Source: an optimization exercise on an open RTL-to-GDS flow (aim: small area). Production flows keep margins and buffers that such runs may drop. Where RTL was checked, it was by simulation tests only, not by an equivalence proof against the original. Function not checked in run 2: the RTL went through the layout flow alone. Power is estimated from default activity; no workload was simulated.

===== config.mk =====
export PLATFORM = sky130hd
export DESIGN_NAME = ballDisplay
export DESIGN_NICKNAME = ballDisplay
export VERILOG_FILES = /design/flow/design.v
export SDC_FILE = /design/flow/constraint.sdc
export NUM_CORES = 4
export LEC_CHECK = 0
export ABC_AREA = 1
export CAP_MARGIN = 20
export CORE_MARGIN = 2
export CORE_UTILIZATION = 70
export SLEW_MARGIN = 20

===== constraint.sdc =====
create_clock -name core_clock -period 12.0 [get_ports {clk}]
set_input_delay 2.4000 -clock core_clock [delete_from_list [all_inputs] [get_ports {clk}]]
set_output_delay 2.4000 -clock core_clock [all_outputs]
set_load 0.01 [all_outputs]

===== design.v =====
package displayPkg;
    localparam int coordW = 10;
    localparam int angleW = 6;
    typedef struct packed {
        logic [coordW-1:0] x;
        logic [coordW-1:0] y;
        logic              displayOn;
    } pixelT;
    typedef struct packed {
        logic [7:0] red;
        logic [7:0] green;
        logic [7:0] blue;
    } rgbT;
    typedef struct packed {
        logic [coordW-1:0] x;
        logic [coordW-1:0] y;
        logic              xNeg;
        logic              yNeg;
    } ballT;
    typedef struct packed {
        logic signed [7:0] sin;
        logic signed [7:0] cos;
    } trigT;
    localparam rgbT ball1Color = 24'hffbb00;
    localparam rgbT ball2Color = 24'hff0000;
    localparam rgbT backColor  = 24'h555555;
    localparam rgbT blankColor = 24'h000000;
endpackage
module rippleAdd
#(
    parameter int W = 8
)
(
    input  logic [W-1:0] a,
    input  logic [W-1:0] b,
    input  logic         ci,
    output logic [W-1:0] s,
    output logic         co
);
    logic [W:0] c;
    assign c[0] = ci;
    for (genvar i = 0; i < W; i++)
    begin : g_bit
        assign s[i]   = a[i] ^ b[i] ^ c[i];
        assign c[i+1] = (a[i] & b[i]) | (c[i] & (a[i] ^ b[i]));
    end
    assign co = c[W];
endmodule
module rippleCarry
#(
    parameter int W = 8
)
(
    input  logic [W-1:0] a,
    input  logic [W-1:0] b,
    input  logic         ci,
    output logic         co
);
    logic [W:0] c;
    assign c[0] = ci;
    for (genvar i = 0; i < W; i++)
    begin : g_bit
        assign c[i+1] = (a[i] & b[i]) | (a[i] & c[i]) | (b[i] & c[i]);
    end
    assign co = c[W];
endmodule
module ballDisplay
(
    input  logic        clk,
    input  logic        reset,
    input  logic        run,
    input  logic [9:0]  ballSize,
    output logic [23:0] rgb,
    output logic [9:0]  pixelX,
    output logic [9:0]  pixelY,
    output logic        displayOn,
    output logic        hSyncN,
    output logic        vSyncN
);
    logic       justReset;
    logic       xEnd;
    logic       yEnd;
    logic [9:0] xInc;
    logic [9:0] yInc;
    logic [9:0] curX;
    logic [9:0] curY;
    logic       xVis;
    logic       yVis;
    logic       onNext;
    logic       hSyncNext;
    logic       vSyncNext;
    logic       frameTick;
    rippleAdd #(.W(10)) i_xInc (.a(pixelX), .b(10'd0), .ci(1'b1), .s(xInc), .co());
    rippleAdd #(.W(10)) i_yInc (.a(pixelY), .b(10'd0), .ci(1'b1), .s(yInc), .co());
    always_comb
    begin
        xEnd = (pixelX == 10'd799);
        yEnd = (pixelY == 10'd524);
        curX = xEnd ? 10'd0 : {xInc[9:1], xInc[0] & ~justReset};
        if (!xEnd)
            curY = pixelY;
        else if (yEnd)
            curY = 10'd0;
        else
            curY = yInc;
        xVis      = !(curX[9] && (curX[8] || curX[7]));
        yVis      = !curY[9] && (curY[8:5] != 4'b1111);
        onNext    = xVis && yVis;
        hSyncNext = !((curX[9:7] == 3'b101) && (curX[6:4] != 3'b000) && (curX[6:4] != 3'b111));
        vSyncNext = !(curY[9:1] == 9'd245);
        frameTick = (curX == 10'd0) && (curY == 10'd480);
    end
    logic [10:0] slot0;
    logic [10:0] slot1;
    logic [10:0] slot2;
    logic [10:0] slot3;
    logic [5:0]  angle;
    logic [5:0]  angleInc;
    logic [17:0] accA;
    logic [17:0] accB;
    logic        turn;
    logic        stepLines;
    logic        bounceSlot;
    logic        stepSlot;
    logic        step;
    logic        xBehind;
    logic        behindHeld;
    logic        flipHeld;
    logic        initLines;
    logic        flip;
    logic [9:0]  sizeHeld;
    logic        runHeld;
    logic        newNeg;
    logic [9:0]  newPos;
    always_comb
    begin
        {runHeld, sizeHeld} = accA[10:0];
        stepLines = (curY[9:2] == 8'd120);
        turn      = (curX == 10'd799) && ((curY[9:3] == 7'd60) && (curY[2:1] != 2'b11))
                  || (curX[9:1] == 9'd399) && (curY == 10'd479);
        bounceSlot = (curX == 10'd798) && stepLines;
        stepSlot  = (curX == 10'd799) && stepLines;
        step      = stepSlot && runHeld;
        initLines = (curY[9:1] == 9'd242);
    end
    assign newNeg = slot2[10] ^ (step && flipHeld);
    rippleAdd #(.W(10)) i_step (.a(slot2[9:0]), .b({{9{step && !newNeg}}, step}), .ci(1'b0), .s(newPos), .co());
    rippleAdd #(.W(6)) i_angle (.a(angle), .b(6'd0), .ci(1'b1), .s(angleInc), .co());
    always_ff @(posedge clk)
    begin
        if (reset)
        begin
            slot0 <= {1'b1, ~10'd200};
            slot1 <= {1'b1, ~10'd150};
            slot2 <= {1'b0, ~10'd320};
            slot3 <= {1'b0, ~10'd240};
            angle <= 6'd0;
        end
        else if (turn)
        begin
            slot0 <= slot1;
            slot1 <= {newNeg, newPos};
            slot2 <= slot3;
            slot3 <= slot0;
            if (step && curY[1:0] == 2'd0)
                angle <= angleInc;
        end
    end
    logic [9:0] b1xN;
    logic [9:0] b1yN;
    assign b1xN = slot2[9:0];
    assign b1yN = slot3[9:0];
    localparam logic [17:0] accA0 = 18'h39cc8;  
    localparam logic [17:0] accB0 = 18'h3b596;  
    localparam logic [111:0] sineTab = {
        7'd126, 7'd125, 7'd122, 7'd117, 7'd112, 7'd106, 7'd98, 7'd90,
        7'd81,  7'd71,  7'd60,  7'd49,  7'd37,  7'd25,  7'd12, 7'd0};
    localparam logic [111:0] cosineTab = {
        7'd12,  7'd25,  7'd37,  7'd49,  7'd60,  7'd71,  7'd81,  7'd90,
        7'd98,  7'd106, 7'd112, 7'd117, 7'd122, 7'd125, 7'd126, 7'd127};
    logic        accEn;
    logic        accX8;
    logic        accSwap;
    logic        accSubA;
    logic        accSubB;
    logic        accClr;
    logic [6:0]  sinQ;
    logic [6:0]  cosQ;
    logic        pickSin;
    logic [6:0]  magA;
    logic [6:0]  magB;
    logic        negA;
    logic        negB;
    logic [9:0]  addA;
    logic [9:0]  addB;
    logic [17:0] sumA;
    logic [17:0] sumB;
    always_comb
    begin
        accEn   = 1'b0;
        accX8   = 1'b0;
        accSwap = 1'b0;
        accSubA = 1'b0;
        accSubB = 1'b0;
        accClr  = stepSlot && (curY[1:0] == 2'd3);
        if (yVis)
        begin
            if (xVis)
            begin
                accEn   = 1'b1;
                accSubB = 1'b1;
            end
            else if ((curX[9:7] == 3'b101) && (!curX[6] || (curX[5:4] == 2'b00)))
            begin
                accEn   = 1'b1;
                accX8   = 1'b1;
                accSubA = 1'b1;
            end
            else if (curX == 10'd799)
            begin
                accEn   = 1'b1;
                accSwap = 1'b1;
            end
        end
        else if (initLines)
        begin
            accEn   = behindHeld;
            accSwap = curY[0];
            accSubA = 1'b1;
            accSubB = curY[0];
        end
        sinQ    = sineTab[7 * angle[3:0] +: 7];
        cosQ    = cosineTab[7 * angle[3:0] +: 7];
        pickSin = angle[4] ^ accSwap;
        magA    = pickSin ? sinQ : cosQ;
        magB    = pickSin ? cosQ : sinQ;
        negA    = accEn && (angle[5] ^ (angle[4] && !accSwap) ^ accSubA);
        negB    = accEn && (angle[5] ^ (angle[4] && accSwap) ^ accSubB);
        addA    = !accEn ? 10'd0 : accX8 ? {magA, 3'd0} : {3'd0, magA};
        addB    = !accEn ? 10'd0 : accX8 ? {magB, 3'd0} : {3'd0, magB};
    end
    rippleAdd #(.W(18)) i_sumA (.a(accA), .b({{8{negA}}, addA ^ {10{negA}}}), .ci(negA), .s(sumA), .co());
    rippleAdd #(.W(18)) i_sumB (.a(accB), .b({{8{negB}}, addB ^ {10{negB}}}), .ci(negB), .s(sumB), .co());
    always_ff @(posedge clk)
    begin
        if (reset)
        begin
            accA <= accA0;
            accB <= accB0;
        end
        else if (frameTick)
        begin
            accA <= {7'd0, run, ballSize};
            accB <= 18'd0;
        end
        else
        begin
            accA <= accClr ? 18'd0 : sumA;
            accB <= sumB;
        end
    end
    logic [9:0]  xOp;
    logic [9:0]  sizeOp;
    logic [10:0] d1x;
    logic [9:0]  d1y;
    logic        in1yLow;
    logic        in1x;
    logic        in1y;
    logic        in2x;
    logic        in2y;
    always_comb
    begin
        if (bounceSlot)
        begin
            xOp    = slot2[10] ? 10'd0 : (curY[0] ? 10'd479 : 10'd639);
            sizeOp = sizeHeld;
        end
        else
        begin
            xOp    = curX;
            sizeOp = ballSize;
        end
    end
    rippleAdd #(.W(11)) i_d1x (.a({1'b0, xOp}), .b({1'b1, b1xN}), .ci(1'b1), .s(d1x), .co());
    rippleAdd #(.W(10)) i_d1y (.a({1'b0, curY[8:0]}), .b({1'b1, b1yN[8:0]}), .ci(1'b1), .s(d1y), .co());
    rippleCarry #(.W(10)) i_in1x (.a(sizeOp), .b(d1x[9:0] ^ {10{~d1x[10]}}), .ci(~d1x[10]), .co(in1x));
    assign flip    = in1x;
    assign xBehind = d1x[10];
    always_ff @(posedge clk)
    begin
        flipHeld   <= flip;
        behindHeld <= initLines && xBehind;
    end
    rippleCarry #(.W(9)) i_in1y (.a(ballSize[8:0]), .b(d1y[8:0] ^ {9{~d1y[9]}}), .ci(~d1y[9]), .co(in1yLow));
    assign in1y = ballSize[9] || in1yLow;
    rippleCarry #(.W(10)) i_in2x (.a(ballSize), .b(accA[16:7] ^ {10{~accA[17]}}), .ci(~accA[17]), .co(in2x));
    rippleCarry #(.W(10)) i_in2y (.a(ballSize), .b(accB[16:7] ^ {10{~accB[17]}}), .ci(~accB[17]), .co(in2y));
    logic ball1On;
    logic ball2On;
    assign ball1On = in1x && in1y;
    assign ball2On = in2x && in2y;
    logic rBall;
    logic rOrange;
    logic rGrey;
    logic rOrGrey;
    always_ff @(posedge clk)
    begin
        if (reset)
        begin
            pixelX    <= 10'd0;
            pixelY    <= 10'd0;
            justReset <= 1'b1;
            displayOn <= 1'b0;
            hSyncN    <= 1'b1;
            vSyncN    <= 1'b1;
            rBall     <= 1'b0;
            rOrange   <= 1'b0;
            rGrey     <= 1'b0;
            rOrGrey   <= 1'b0;
        end
        else
        begin
            pixelX    <= curX;
            pixelY    <= curY;
            justReset <= 1'b0;
            displayOn <= onNext;
            hSyncN    <= hSyncNext;
            vSyncN    <= vSyncNext;
            rBall     <= onNext && (ball1On || ball2On);
            rOrange   <= onNext && ball1On;
            rGrey     <= onNext && !ball1On && !ball2On;
            rOrGrey   <= onNext && (ball1On || !ball2On);
        end
    end
    assign rgb = {rBall, displayOn, rBall, displayOn, rBall, displayOn, rBall, displayOn,
                  rOrange, rGrey, rOrange, rOrGrey, rOrange, rGrey, rOrange, rOrGrey,
                  1'b0, rGrey, 1'b0, rGrey, 1'b0, rGrey, 1'b0, rGrey};
endmodule

===== flow/run.sh =====
#!/bin/bash
# The standard layout (the standard.sh: standard synthesis, floorplan, placement, CTS,
# routing, finish) with three ORFS settings changed:
# * the buffer that placement puts on every input and output port is the smallest buffer,
#   sky130_fd_sc_hd__buf_1, instead of the one buffer_ports picks itself (every port still gets
#   its own buffer);
# * clock tree synthesis builds the tree from clkbuf_4 below a clkbuf_8 root (not clkbuf_16)
#   and adds no dummy load cells;
# * after floorplan, flow/restructure.tcl (POST_FLOORPLAN_TCL) re-maps the logic for area with
#   OpenROAD's restructure (ABC; registers untouched), twice, on a copy of the library without the
#   platform's don't-use cells (flow/filter_lib.py), ties again any constant output whose tie cell
#   the re-mapping dropped, and then flow/downsize.tcl sets every logic cell to the smallest drive
#   strength of its cell family; the flow's later repairs size up where needed.
set -euo pipefail
export BUFFER_PORTS_ARGS="-buffer_cell sky130_fd_sc_hd__buf_1"
export CTS_ARGS="-sink_clustering_enable -repair_clock_nets -root_buf sky130_fd_sc_hd__clkbuf_8 -buf_list sky130_fd_sc_hd__clkbuf_4 -dont_use_dummy_load"
export POST_FLOORPLAN_TCL="$PWD/flow/restructure.tcl"
bash standard.sh finish > standard_flow.log 2>&1

===== flow/downsize.tcl =====
# Run after floorplan (POST_FLOORPLAN_TCL): give every logic cell the smallest drive strength of its
# own cell family (same function, e.g. nand2_4 -> nand2_1), undoing the sizing synthesis did without
# placement. Placement's repair_design and the later timing repairs size cells up again where slew,
# capacitance or timing need it. Flip-flops, clock cells, adders, tie and tap cells are left alone.
set count 0
set saved 0.0
foreach inst [get_cells *] {
  set ref [get_property $inst ref_name]
  if {![regexp {^(sky130_fd_sc_hd__([a-z0-9]+))_([0-9]+)$} $ref -> base family size]} { continue }
  if {[regexp {^(df|dl|sdf|edf|sedf|clk|tap|conb|fill|decap|diode|ha|fa|lpflow|probe|bufbuf|bufinv|ebuf|einv)} $family]} { continue }
  set area [get_property [get_lib_cells $ref] area]
  set best ""
  set best_area $area
  foreach lc [get_lib_cells ${base}_*] {
    set name [get_property $lc name]
    if {![regexp "^${base}_\[0-9\]+\$" $name]} { continue }
    if {[get_property $lc dont_use]} { continue }
    set a [get_property $lc area]
    if {$a < $best_area} { set best $name; set best_area $a }
  }
  if {$best ne ""} {
    replace_cell $inst $best
    incr count
    set saved [expr {$saved + $area - $best_area}]
  }
}
puts "downsize: $count cells made smaller, [format %.1f $saved] um2 less"

===== flow/filter_lib.py =====
"""Copy a liberty file without the cells named on the command line (the platform's don't-use
cells), so that restructure's ABC mapping cannot pick them.
usage: filter_lib.py IN OUT CELL..."""
import re
import sys

src, dst, drop = sys.argv[1], sys.argv[2], set(sys.argv[3:])
text = open(src).read()
out = []
pos = 0
for m in re.finditer(r'\n[ \t]*cell\s*\(\s*"?([\w]+)"?\s*\)\s*\{', text):
    if m.start() < pos or m.group(1) not in drop:
        continue
    depth = 0
    i = m.end() - 1
    while True:
        c = text[i]
        if c == '{':
            depth += 1
        elif c == '}':
            depth -= 1
            if depth == 0:
                break
        i += 1
    out.append(text[pos:m.start()])
    pos = i + 1
out.append(text[pos:])
open(dst, 'w').write(''.join(out))

===== flow/restructure.tcl =====
# Run after floorplan (POST_FLOORPLAN_TCL): re-map the logic for area with OpenROAD's restructure
# (ABC; registers untouched), twice, on a copy of the library without the platform's don't-use
# cells; re-tie any output port whose constant driver the re-mapping dropped; then give every logic
# cell the smallest drive strength of its family (downsize.tcl).
set here [file dirname [file normalize [info script]]]
set work [file dirname $here]
file mkdir $work/rmp_work
set lib $work/rmp_work/restructure.lib
exec python3 $here/filter_lib.py [lindex $::env(LIB_FILES) 0] $lib {*}$::env(DONT_USE_CELLS)

set block [ord::get_db_block]
# the constant each output port carries, if it is driven by a tie cell through buffers and
# inverters: 0 or 1
proc driver_iterm {net} {
  foreach it [$net getITerms] {
    if {[$it isOutputSignal]} { return $it }
  }
  return ""
}
proc constant_of {net depth} {
  if {$depth > 8} { return "" }
  set it [driver_iterm $net]
  if {$it eq ""} { return "" }
  set master [[[$it getInst] getMaster] getName]
  if {$master eq "sky130_fd_sc_hd__conb_1"} {
    return [expr {[[$it getMTerm] getName] eq "HI" ? 1 : 0}]
  }
  if {![regexp {^sky130_fd_sc_hd__(buf|clkbuf|inv|clkinv)_[0-9]+$} $master -> kind]} { return "" }
  set in [[$it getInst] findITerm A]
  if {$in eq "NULL" || [$in getNet] eq "NULL"} { return "" }
  set v [constant_of [$in getNet] [expr {$depth + 1}]]
  if {$v eq ""} { return "" }
  if {[string match *inv $kind]} { set v [expr {1 - $v}] }
  return $v
}
set tied {}
foreach bterm [$block getBTerms] {
  if {[$bterm getIoType] ne "OUTPUT" || [$bterm getNet] eq "NULL"} { continue }
  set v [constant_of [$bterm getNet] 0]
  if {$v ne ""} { dict set tied [$bterm getName] [expr {$v ? "HI" : "LO"}] }
}
puts "restructure: constant outputs [dict keys $tied]"

set before [rsz::design_area]
foreach pass {1 2} {
  restructure -liberty_file $lib -target area -tielo_port sky130_fd_sc_hd__conb_1/LO \
    -tiehi_port sky130_fd_sc_hd__conb_1/HI -work_dir $work/rmp_work -abc_logfile $work/rmp_abc$pass.log
  puts "restructure pass $pass: design area [format %.1f [expr {$before * 1e12}]] -> [format %.1f [expr {[rsz::design_area] * 1e12}]] um2"
}

set tie_master [[ord::get_db] findMaster sky130_fd_sc_hd__conb_1]
dict for {port pin} $tied {
  set net [[$block findBTerm $port] getNet]
  set driven 0
  foreach it [$net getITerms] {
    if {[$it isOutputSignal]} { set driven 1 }
  }
  if {!$driven} {
    set inst [odb::dbInst_create $block $tie_master "retie_[regsub -all {[^A-Za-z0-9_]} $port _]"]
    [$inst findITerm $pin] connect $net
    puts "restructure: output $port tied again ($pin)"
  }
}

source $here/downsize.tcl

===== standard.sh =====
#!/bin/bash
# synth_recipe.tcl (not shown) runs the flow's synth.tcl, then flattens the netlist and writes it again
# the make line also repeats each setting of config.mk as NAME=value (left out here)
make -C /OpenROAD-flow-scripts/flow DESIGN_CONFIG=/design/flow/config.mk WORK_HOME=/design/flow/orfs CLKGATE_MAP_FILE= SYNTH_SCRIPT=/design/flow/synth_recipe.tcl "${@:-finish}"

==> results of run 1 <==
## worst paths after layout
kind,slack (ns),end,startpoint,cells after the start
worst min-delay path,0.45,slot0[6],slot1[6],2
worst max register to register,1.28,accB[17],pixelX[0],61
worst max-delay path,1.28,accB[17],pixelX[0],61
worst min register to register,0.45,slot0[6],slot1[6],2
## cells by family after synthesis
logic type,Yosys count,synth area share (%)
other,1,0.0451
flip-flops,116,28.0
buffers and inverters,229,12.0
XOR/XNOR,64,6.75
adder cells (fa/ha/maj),92,18.9
AO/OA/AOI/OAI,155,11.0
AND/OR/NAND/NOR,414,23.4
## power by group
group	internal (µW)	switching, µW	total (µW)
logic	21.9	39.6	61.5
registers	391	5.67	397
clock network	69.2	122	191
## per-layer routing
metal / vias up / share of wire [%] / wire, µm
met5: - / 0 / 0
met4: 0 / 2.4 / 446
met3: 39 / 5.4 / 1010
met2: 220 / 47 / 8740
met1: 3376 / 45 / 8370
li1: 3937 / - / -
## layout by cell type (no fill, tap or decap), types with 27 or more instances in the layout
| master | instances |
|---|---|
| buf_1 | 54 |
| nor2_1 | 171 |
| a2bb2oi_1 | 30 |
| dfxtp_1 | 116 |
| o22ai_1 | 86 |
| a21oi_1 | 59 |
| o21ai_0 | 128 |
| o221ai_1 | 27 |
| nand2_1 | 80 |
| clkinv_1 | 128 |
## registers in the layout, summed over array words and instances, names as in the netlist
signal,count
accA,18
accB,18
angle,6
behindHeld,1
displayOn,1
flipHeld,1
hSyncN,1
justReset,1
pixelX,10
pixelY,10
rBall,1
rGrey,1
rOrGrey,1
rOrange,1
slot0,11
slot1,11
slot2,11
slot3,11
vSyncN,1
## worst min-delay path, cell delays in order, from the launching register on
cell and delay (ns):
dfxtp_1 0.31, clkinv_1 0.05, a21oi_1 0.05
## area by class of cell
| cell class | count | area [µm²] | area share [%] |
|---|---|---|---|
| Timing Repair Buffer | 67 | 298 | 3.82 |
| Clock buffer | 17 | 134 | 1.72 |
| Inverter | 129 | 488 | 6.26 |
| Tap cell | 143 | 179 | 2.29 |
| Antenna cell | 1 | 2.50 | 0.0321 |
| Multi-Input combinational cell | 776 | 4380 | 56.1 |
| Sequential cell | 116 | 2320 | 29.8 |
## through the flow
step           instances  power [µW]  cell area, µm²  hold slack (ns)
4_1_cts             1248         656            7790            0.451
3_3_place_gp        1231         466            7660            0.431
3_5_place_dp        1231         467            7660            0.434
5_1_grt             1248         685            7800            0.483
2_1_floorplan       1074         460            8320            0.424
6_report            1249         649            7800            0.446
==> flow_summary_export.csv, run 1 <==
group,metric,value,unit
clock_tree,clockRootBuffer,"clkbuf_8",
floorplanning,core,11500,µm²
clock_tree,insertion_delay,0.43,ns
layout,drive_gt1_share,3.08,%
sta,fin_skew,0.0451,ns
place,io_buffers,55,
global_route,gr-usage-all-layers,29.3,%
clock_tree,postCtsSetupBuffers,0,
layout,nets,1122,
yosys,synth_area_per_cell,7.76,µm²
sta,tns,0,ns
drt,vias_per_cell,6.06,
critical_path,crit_top_cell,"o21ai_0",
place,gp_congestion,0.962,
yosys,seq_area_frac_synth,28.0,%
critical_path,cp.required,12.27,ns
global_route,antenna_found_initial,0,
layout,area_delta_synth_final,-6.13,%
global_route,grtUsageMet3,7.61,%
sta,drv_slew,0,
yosys,netlist.area_leader.share,28.0,%
power_and_ir_drop,leakagePower,0.00272,µW
clock_tree,cts_sinks,116,
yosys,synth.area.top_cells,"dfxtp_1 (28%), fa_1 (14%), nand2_1 (9.6%)",
global_route,grt_pass1_vias,6510,
yosys,synth_top_cells_by_count,"nand2_1 (213), inv_1 (153), dfxtp_1 (116)",
sta,worst_pin_slew,0.794,ns
yosys,synth.distinct_cells,55,
floorplanning,die-area,12800,µm²
global_route,grt-busiest-layer,"met2",
drt,initialDrtViolationCount,555,
yosys,synth.most_common_cell,"nand2_1",
drt,vias,7572,
sta,setup_ws,1.28,ns
drt,route.detailed.drc,0,
global_route,use_met2,49.7,%
floorplanning,ios,60,
place,dp_hpwl,14.0,mm
yosys,yosysWarnings,1,
critical_path,critPathMaxStageDelay,0.55,ns
status,status,"complete, no violations",
place,pre_cts_slack,1.37,ns
floorplanning,die-width,113,µm
sta,maxSlewHeadroom,46.7,%
global_route,overflow,0,
sta,fin_crit_sh,89.4,%
clock_tree,cts_tree,"yes",
clock_tree,numCtsBuffers,17,
yosys,synth_edf_count,0,
sta,setup_viol,0,
sta,fin_crit,10.72,ns
critical_path,critPathKind,"reg -> reg",
yosys,synth_cells,1071,
global_route,grt_pass1_wl,30.2,mm
floorplanning,num_rows,39,
critical_path,cp.arrival,10.99,ns
yosys,yosysTopAreaCell,"dfxtp_1",
critical_path,worstSetupEndpointType,"flop",
yosys,ys_ff_latch,116,
clock_tree,ctsResizeCount,0,
clock_tree,clockBufferDepth,2,
clock_tree,path_clk_slew,0.11,ns
sta,hold_viol_final,0,
critical_path,crit_slowest_cell,"or4_1",
job,maxCapViolCount,0,
critical_path,path_delay_family,"simple AND/OR/NAND/NOR gates",
yosys,synth.cell_area,8310,µm²
hold_path,hold_path_class,"reg -> reg",
drt,drt-total-wl,18.6,mm
power_and_ir_drop,p_per_area,83.3,nW/µm²
floorplanning,start_util,72.1,%
critical_path,crit_path_start_kind,"flop",
critical_path,cp_max_fo,15,
clock_tree,htree_levels,4,
drt,wl_per_cell,14.9,µm
layout,nFillCells,1083,
global_route,grt_util_met1,36.1,%
drt,ant_nets,0,
global_route,grt_max_degree,51,
power_and_ir_drop,peakVddDrop,0.0000840,V
floorplanning,die_h,113,µm
layout,final_core_util,67.7,%
yosys,ys.flop_type,"dfxtp_1",
sta,rsz0062_at_grt,"no",
sta,fmax,93.3,MHz
clock_tree,cts_hold_buf,0,
drt,first_pass_iters,16,
critical_path,cp_num_buf_inv,7,
yosys,async_reset_ff_share,0,%
==> run 2: changes to the inputs <==
--- a/design.v
+++ b/design.v
@@ -38,12 +38,5 @@
     output logic         co
 );
-    logic [W:0] c;
-    assign c[0] = ci;
-    for (genvar i = 0; i < W; i++)
-    begin : g_bit
-        assign s[i]   = a[i] ^ b[i] ^ c[i];
-        assign c[i+1] = (a[i] & b[i]) | (c[i] & (a[i] ^ b[i]));
-    end
-    assign co = c[W];
+    assign {co, s} = {1'b0, a} + {1'b0, b} + {{W{1'b0}}, ci};
 endmodule
 module rippleCarry
@@ -57,11 +50,7 @@
     output logic         co
 );
-    logic [W:0] c;
-    assign c[0] = ci;
-    for (genvar i = 0; i < W; i++)
-    begin : g_bit
-        assign c[i+1] = (a[i] & b[i]) | (a[i] & c[i]) | (b[i] & c[i]);
-    end
-    assign co = c[W];
+    logic [W:0] t;
+    assign t  = {1'b0, a} + {1'b0, b} + {{W{1'b0}}, ci};
+    assign co = t[W];
 endmodule
 module ballDisplay
--- a/config.mk
+++ b/config.mk
@@ -9,4 +9,4 @@
 export CAP_MARGIN = 20
 export CORE_MARGIN = 2
-export CORE_UTILIZATION = 70
+export CORE_UTILIZATION = 40
 export SLEW_MARGIN = 20
==> run 2 against run 1 <==
Against the previous run:
- non-clock buffer count down 4
- clock-buffer cell count unchanged
- first-iteration DRC count up 36%
- core utilization down 34 points
- power up 5.3%
- synthesized cell count up 33%
- sequential power up 1%
- clock skew up 0.011 ns
- final cell count up 13%
- sequential share of layout area down 1.2 points
==> flow_summary_export.csv, run 2 <==
group,metric,value,unit
yosys,synth_edf_count,0,
critical_path,r2r_cells,49,
yosys,synth_top_cells_by_count,"nand2_1 (290), inv_1 (156), nor2_1 (125)",
floorplanning,num_rows,57,
yosys,synth.area.top_cells,"dfxtp_1 (23%), ha_1 (13%), nand2_1 (11%)",
yosys,ys_ff_latch,116,
critical_path,rrSetupSlack,1.56,ns
yosys,synth.distinct_cells,66,
global_route,antenna_found_initial,1,
sta,worst_pin_slew,1.01,ns
critical_path,critPathMaxStageDelay,0.85,ns
critical_path,r2r-end,"accA[17]",
floorplanning,core,24300,µm²
global_route,gr-usage-all-layers,16.6,%
critical_path,cp.arrival,10.71,ns
drt,vias_per_cell,5.45,
critical_path,crit_slowest_cell,"clkinv_1",
critical_path,worstReg2RegStart,"pixelX[0]",
place,dp_hpwl,16.2,mm
layout,area_delta_synth_final,-17.7,%
clock_tree,numCtsBuffers,17,
floorplanning,die-area,26000,µm²
yosys,async_reset_ff_share,0,%
critical_path,cp-startpoint,"pixelX[0]",
layout,layout_commonest_cell,"clkinv_1",
sta,rsz0062_at_grt,"no",
drt,wl_per_cell,15.4,µm
critical_path,cp_max_fo,24,
yosys,seq_area_frac_synth,23.5,%
layout,final_core_util,33.5,%
clock_tree,ctsResizeCount,0,
global_route,grt_max_degree,46,
layout,nets,1108,
drt,initialDrtViolationCount,753,
layout,final_cell_mix,"clkinv_1 (161), nor2_1 (155), dfxtp_1 (116)",
power_and_ir_drop,leakagePower,0.00271,µW
yosys,synth.most_common_cell,"nand2_1",
sta,maxSlewHeadroom,32.5,%
drt,drt-total-wl,21.8,mm
clock_tree,cts_tree,"yes",
clock_tree,clockBufferDepth,2,
drt,first_pass_iters,5,
place,io_buffers,55,
yosys,synth.cell_area,9880,µm²
sta,drv_slew,0,
yosys,netlist.area_leader.share,23.5,%
sta,fin_crit_sh,87.0,%
global_route,overflow,0,
critical_path,worstSetupEndpointType,"flop",
place,gp_congestion,0.940,
critical_path,crit_path_start_kind,"flop",
clock_tree,postCtsSetupBuffers,0,
drt,vias,7707,
sta,fin_crit,10.44,ns
floorplanning,ios,60,
clock_tree,cts_sinks,116,
yosys,yosysWarnings,1,
layout,top_regs,"accA x18, accB x18",
sta,tns,0,ns
sta,fmax,95.8,MHz
power_and_ir_drop,peakVddDrop,0.0000497,V
drt,route.detailed.drc,0,
sta,hold_viol_final,0,
yosys,yosysTopAreaCell,"dfxtp_1",
critical_path,endpoint,"accA[17]",
clock_tree,insertion_delay,0.44,ns
yosys,ys.flop_type,"dfxtp_1",
floorplanning,die-width,161,µm
critical_path,crit_top_cell,"clkinv_1",
yosys,synth_area_per_cell,6.95,µm²
layout,antenna_cells,0,
power_and_ir_drop,p_per_area,84.1,nW/µm²
clock_tree,clockRootBuffer,"clkbuf_8",
status,status,"complete, no violations",
critical_path,critPathKind,"reg -> reg",
clock_tree,htree_levels,4,
hold_path,hold_path_class,"reg -> reg",
sta,setup_viol,0,
clock_tree,cts_hold_buf,0,
drt,ant_nets,0,
clock_tree,path_clk_slew,0.11,ns
job,maxCapViolCount,0,
floorplanning,start_util,40.6,%
global_route,grt_pass1_vias,6633,
global_route,grt_pass1_wl,34.3,mm
sta,fin_skew,0.0559,ns
critical_path,cp.required,12.27,ns
yosys,synth_cells,1422,
floorplanning,die_h,161,µm
layout,drive_gt1_share,2.47,%
==> run 2: cell types whose count changed in the layout (fill, tap and decap cells not counted), sizes merged, moves of 8 or more <==
cell and delta:
nor2 -16, a22oi +12, o211ai +16, o21ai -50
nand2 -32, clkinv +33, xnor2 +8, nand3 +10
==> run 2: worst min path at each step <==
stage	endpoint	start	slack, ns	cells after the start
final	slot0[6]	slot1[6]	0.44	2
after global routing	slot3[1]	slot0[1]	0.46	1
after CTS	slot0[6]	slot1[6]	0.46	2
after detailed placement	slot0[6]	slot1[6]	0.43	2
after global placement	slot0[6]	slot1[6]	0.42	2
after floorplan	slot3[3]	slot0[3]	0.42	2
==> run 2: logic make-up after synthesis <==
family | share of synthesized area, %
simple gates | 28.4
compound gates | 15.4
buf+inv | 10.2
flops | 23.5
fa+ha+maj | 14.4
xor+xnor | 7.89
other cells | 0.0379
mux | 0.101
==> run 2: power breakdown <==
group	internal, µW	switching [µW]
clock	69.2	129
sequential	394	7.11
combinational	30.5	53.9
==> run 2: critical path, delay by kind of cell (launching register included) <==
| family | cells | cell delay, ns |
|---|---|---|
| flops | 1 | 0.36 |
| compound gates | 18 | 3.77 |
| simple gates | 20 | 4.01 |
| buf+inv | 11 | 2.16 |
==> run 2: final cells by class <==
cell class	count	area [µm²]
Fill cell	2551	16200
Multi-Input combinational cell	734	4400
Sequential cell	116	2320
Inverter	161	604
Tap cell	324	405
Timing Repair Buffer	63	268
Clock buffer	17	134
==> run 2: layer usage <==
metal	track usage [%]	part of all wire, %	vias up
li1	-	-	3938
met4	5.68	2.1	2
met1	23.0	49	3507
met5	0	0.060	-
met3	3.44	5.6	27
met2	25.7	44	233
==> run 2: through the flow <==
step                      setup WS [ns]  power (µW)  std cells  area, µm²  hold slack [ns]
final                              1.56         684       1415       8140            0.444
after global routing              0.204         722       1415       8140            0.457
after CTS                          1.88         695       1415       8140            0.458
after detailed placement           1.96         494       1398       8000            0.429
after global placement             2.39         493       1398       8000            0.425
after floorplan                    7.03         614       1425       9890            0.424

-- re-timing with driven ports --
The flow's constraints put no driver on any port. The routed layouts listed below were extracted and timed again, unchanged, in two steps.
Step 1, drivers: a clkbuf_16 drives clk and a buf_2 each remaining input, both assumed.
Step 2, shift: input delay + t, output delay - t, t = (earliest + latest rising clock arrival at the registers) / 2. This alone moves slack from input paths to output paths.
Three values: ideal, step 1, step 2; two values: the first two.
run	shift t [ns]	slack for setup (ns)	worst setup path after step 2	worst slew at a driven data input, ns
run 1	0.442	1.276 / 1.276 / 1.276	register to register	0.03
run 2	0.449	1.560 / 1.560 / 1.560	register to register	0.09
After both steps setup and hold are still met in every run listed.
